This is an optimization exercise on Yosys and OpenROAD, whose aim is small area, not a production implementation. Where RTL was checked, it was by simulation tests only, not by an equivalence proof against the original.

// fse_lms_updater
module fse_lms_updater (
   input  logic         clk,
   input  logic         i_reset,
   input  logic [7:0]   i_is_data_I,
   input  logic [7:0]   i_is_data_Q,
   input  logic         i_ctrl,
   input  logic         i_baud,
   input  logic [11:0]  i_fse_I,
   input  logic [11:0]  i_fse_Q,
   input  logic         i_en_rx,
   input  logic         i_en_lms,
   output logic [71:0]  o_taps_I,
   output logic [71:0]  o_taps_Q,
   output logic         o_en_taps,
   output logic         o_overrun
);
clock: 13.0 ns
lec_check: 0
cap_margin: 20
core_margin: 2
core_utilization: 70
gpl_routability_driven: 0
slew_margin: 20
synth_hierarchical: 1
standard.sh (not shown) runs the stock make flow with config.mk's settings and CLKGATE_MAP_FILE= SYNTH_SCRIPT=/design/flow/synth_recipe.tcl, a recipe that flattens the netlist after the stock synthesis.
==> flow/flow/run.sh <==
#!/bin/bash
# Own layout flow: the standard synthesis (standard.sh synth, unchanged),
# then the drive-1 resizing of flow/downsize.tcl on the synthesized netlist,
# then the standard ORFS layout (standard.sh finish) with minimum-size port
# buffers and a clock tree built without dummy loads from larger sink
# clusters. ORFS writes each tool's full log under orfs/logs/; the output of
# each command run here goes to a log file of its own in this folder.
set -euo pipefail
bash standard.sh synth > make_synth.log 2>&1
R=orfs/results/${FLOW_PLATFORM}/fse_lms_updater/base
LIB_FILE=${FLOW_HOME}/platforms/${FLOW_PLATFORM}/lib/sky130_fd_sc_hd__tt_025C_1v80.lib \
ODB=$R/1_synth.odb MAX_FANOUT=4 \
  openroad -no_init -exit flow/downsize.tcl > downsize.log 2>&1
touch $R/1_synth.sdc
export BUFFER_PORTS_ARGS="-buffer_cell sky130_fd_sc_hd__buf_1"
export CTS_ARGS="-sink_clustering_enable -repair_clock_nets -dont_use_dummy_load -buf_list sky130_fd_sc_hd__clkbuf_16 -sink_clustering_size 30 -sink_clustering_max_diameter 80"
bash standard.sh finish > make_layout.log 2>&1
Other scripts of this flow, unchanged in this note and not shown: flow/flow/downsize.tcl
The starting point completed with no timing, DRC or antenna violations.
==> next run, changes <==
--- a/flow/flow/run.sh
+++ b/flow/flow/run.sh
@@ -14,4 +14,4 @@
 touch $R/1_synth.sdc
 export BUFFER_PORTS_ARGS="-buffer_cell sky130_fd_sc_hd__buf_1"
-export CTS_ARGS="-sink_clustering_enable -repair_clock_nets -dont_use_dummy_load -buf_list sky130_fd_sc_hd__clkbuf_16 -sink_clustering_size 30 -sink_clustering_max_diameter 80"
+export CTS_ARGS="-sink_clustering_enable -repair_clock_nets -dont_use_dummy_load -buf_list \"sky130_fd_sc_hd__clkbuf_8 sky130_fd_sc_hd__clkbuf_16\" -sink_clustering_size 20 -sink_clustering_max_diameter 50"
 bash standard.sh finish > make_layout.log 2>&1
CORE_UTILIZATION = 55   (was 70)
GPL_ROUTABILITY_DRIVEN = unset   (was 0)
Non-clock buffer count rose by 9.
Worst setup slack degrades by 0.034 ns.
Routed wire length rose by a few percent.
Core utilization fell by 14 points.
Global-route usage fell by 4.4 points.

## run a
Another version of the RTL of fse_lms_updater (not shown whole).
==> flow/config.mk <==
export PLATFORM = sky130hd
export DESIGN_NAME = fse_lms_updater
export DESIGN_NICKNAME = fse_lms_updater
export VERILOG_FILES = /design/flow/design.v
export SDC_FILE = /design/flow/constraint.sdc
export NUM_CORES = 4
export LEC_CHECK = 0
export CAP_MARGIN = 20
export CORE_MARGIN = 2
export CORE_UTILIZATION = 40
export SLEW_MARGIN = 20
export SYNTH_HIERARCHICAL = 1
==> flow/constraint.sdc <==
create_clock -name core_clock -period 13.0 [get_ports {clk}]
set_input_delay 2.6000 -clock core_clock [delete_from_list [all_inputs] [get_ports {clk}]]
set_output_delay 2.6000 -clock core_clock [all_outputs]
set_load 0.01 [all_outputs]
==> flow/flow/run.sh <==
#!/bin/bash
# Own layout flow: the standard synthesis (standard.sh synth, unchanged),
# then the drive-1 resizing of flow/downsize.tcl on the synthesized netlist,
# then the standard ORFS layout (standard.sh finish) with minimum-size port
# buffers and a clock tree built without dummy loads from larger sink
# clusters. ORFS writes each tool's full log under orfs/logs/; the output of
# each command run here goes to a log file of its own in this folder.
set -euo pipefail
bash standard.sh synth > make_synth.log 2>&1
R=orfs/results/${FLOW_PLATFORM}/fse_lms_updater/base
LIB_FILE=${FLOW_HOME}/platforms/${FLOW_PLATFORM}/lib/sky130_fd_sc_hd__tt_025C_1v80.lib \
ODB=$R/1_synth.odb MAX_FANOUT=4 \
  openroad -no_init -exit flow/downsize.tcl > downsize.log 2>&1
touch $R/1_synth.sdc
export BUFFER_PORTS_ARGS="-buffer_cell sky130_fd_sc_hd__buf_1"
export CTS_ARGS="-sink_clustering_enable -repair_clock_nets -dont_use_dummy_load -buf_list sky130_fd_sc_hd__clkbuf_16 -sink_clustering_size 30 -sink_clustering_max_diameter 80"
bash standard.sh finish > make_layout.log 2>&1
Other scripts of this flow, unchanged in this note and not shown: flow/flow/downsize.tcl
The following lists how run b was set up differently from run a:
- setting GPL_TIMING_DRIVEN to 0 for the first time
==> comparison <==
- Going from run a to run b, the average routed wire per standard cell was found to have gone up by 1.4%.
- In the flow results for run a and run b, the utilization after layout is larger on run b.
- The via count in run b sits 373 above the value recorded for run a.
- Worst hold slack across run a and run b: no real change.
- Per the comparison of run b with run a, met1 wire length lower; number of search-and-repair iterations in the first detailed-routing pass lower.
No functional check of the RTL was part of any run of this note.

Setup of old:
Another version of the RTL of fse_lms_updater (not shown whole).
Size in the first run: about 190 I/O pins.
Settings: LEC_CHECK=0, CAP_MARGIN=20, CORE_MARGIN=2, CORE_UTILIZATION=40, GPL_TIMING_DRIVEN=0, SLEW_MARGIN=20, SYNTH_HIERARCHICAL=1; clock period 13.0 ns.
==> flow/flow/downsize.tcl <==
# Resize the synthesized netlist's logic cells to drive strength 1 where the
# drive-1 cell is smaller and the cell drives few loads (ABC maps the small
# tree cells of the datapath with drive-2 cells). Registers, buffers,
# inverters and clock cells are left alone; the placement's repair_design and
# repair_timing size cells up again where slew or timing need it.
read_liberty $::env(LIB_FILE)
read_db $::env(ODB)
set lib [lindex [get_libs *] 0]
set n 0
set saved 0.0
foreach inst [get_cells *] {
  set m [get_property $inst ref_name]
  if {![regexp {^(sky130_fd_sc_hd__([a-z0-9]+))_([0-9]+)$} $m -> base fn drive]} { continue }
  if {$drive == 1} { continue }
  if {[regexp {^(df|edf|sdf|dl|buf|clk|inv|bufinv|conb|tap|fill|decap|diode|dly|probe|lpflow)} $fn]} { continue }
  set small [get_lib_cells -quiet */${base}_1]
  if {$small eq ""} { continue }
  set a_old [get_property [get_lib_cells */$m] area]
  set a_new [get_property $small area]
  if {$a_new >= $a_old} { continue }
  set fo 0
  foreach p [get_pins -of_objects $inst -filter "direction == output"] {
    set net [get_nets -quiet -of_objects $p]
    if {$net ne ""} { incr fo [llength [get_pins -quiet -of_objects $net -filter "direction == input"]] }
  }
  if {$fo > $::env(MAX_FANOUT)} { continue }
  replace_cell [get_full_name $inst] ${base}_1
  incr n
  set saved [expr {$saved + $a_old - $a_new}]
}
puts "downsize: resized $n cells, saved [format %.1f $saved] um2"
write_db $::env(ODB)
Scripts as last shown in full above: flow/flow/run.sh
Relative to old, the following input files were edited for new:
- GPL_TIMING_DRIVEN no longer set, was 0
### Flow results
Summary of new over old: core utilization dropped 1.1 points; antenna diode instance count fell 1; final-layout fill cell count went up by 120; combined buffer and inverter count along the critical path dropped 3. Delta (new minus old): met3 track utilization from global routing has remained practically unchanged.

re-timing with driven ports:
The results above use ideal ports. As a check the final layouts listed here were re-extracted and re-timed, cells and wires unchanged. Step 1 assumes that a clkbuf_16 drives the clock port and a buf_2 every other input. Step 2 also shifts input and output timing later by t, the mid clock arrival at the registers, as if the neighbouring blocks saw the same clock. Three values: no drivers, after step 1, after step 2; two values: the first two.
run | t, ns | setup slack, ns | hold WS [ns] | latest minus earliest clock arrival (ns) | pins driven straight from the clock port
the first run of note 1 | 0.656 | 0.882 / 0.882 / 0.882 | 0.374 / 0.374 / 0.374 | 0.068 / 0.068 | 1
the second run of note 1 | 0.655 | 0.847 / 0.847 / 0.847 | 0.342 / 0.342 / 0.342 | 0.103 / 0.103 | 1
run a | 0.619 | 0.553 / 0.553 / 0.553 | 0.361 / 0.361 / 0.361 | 0.088 / 0.089 | 1
run b | 0.612 | 0.427 / 0.427 / 0.427 | 0.359 / 0.359 / 0.359 | 0.102 / 0.102 | 1
old | 0.613 | 0.502 / 0.502 / 0.502 | 0.366 / 0.366 / 0.366 | 0.090 / 0.091 | 1
new | 0.621 | 0.694 / 0.694 / 0.694 | 0.358 / 0.358 / 0.358 | 0.080 / 0.079 | 1
After both steps setup and hold are still met in every run listed.
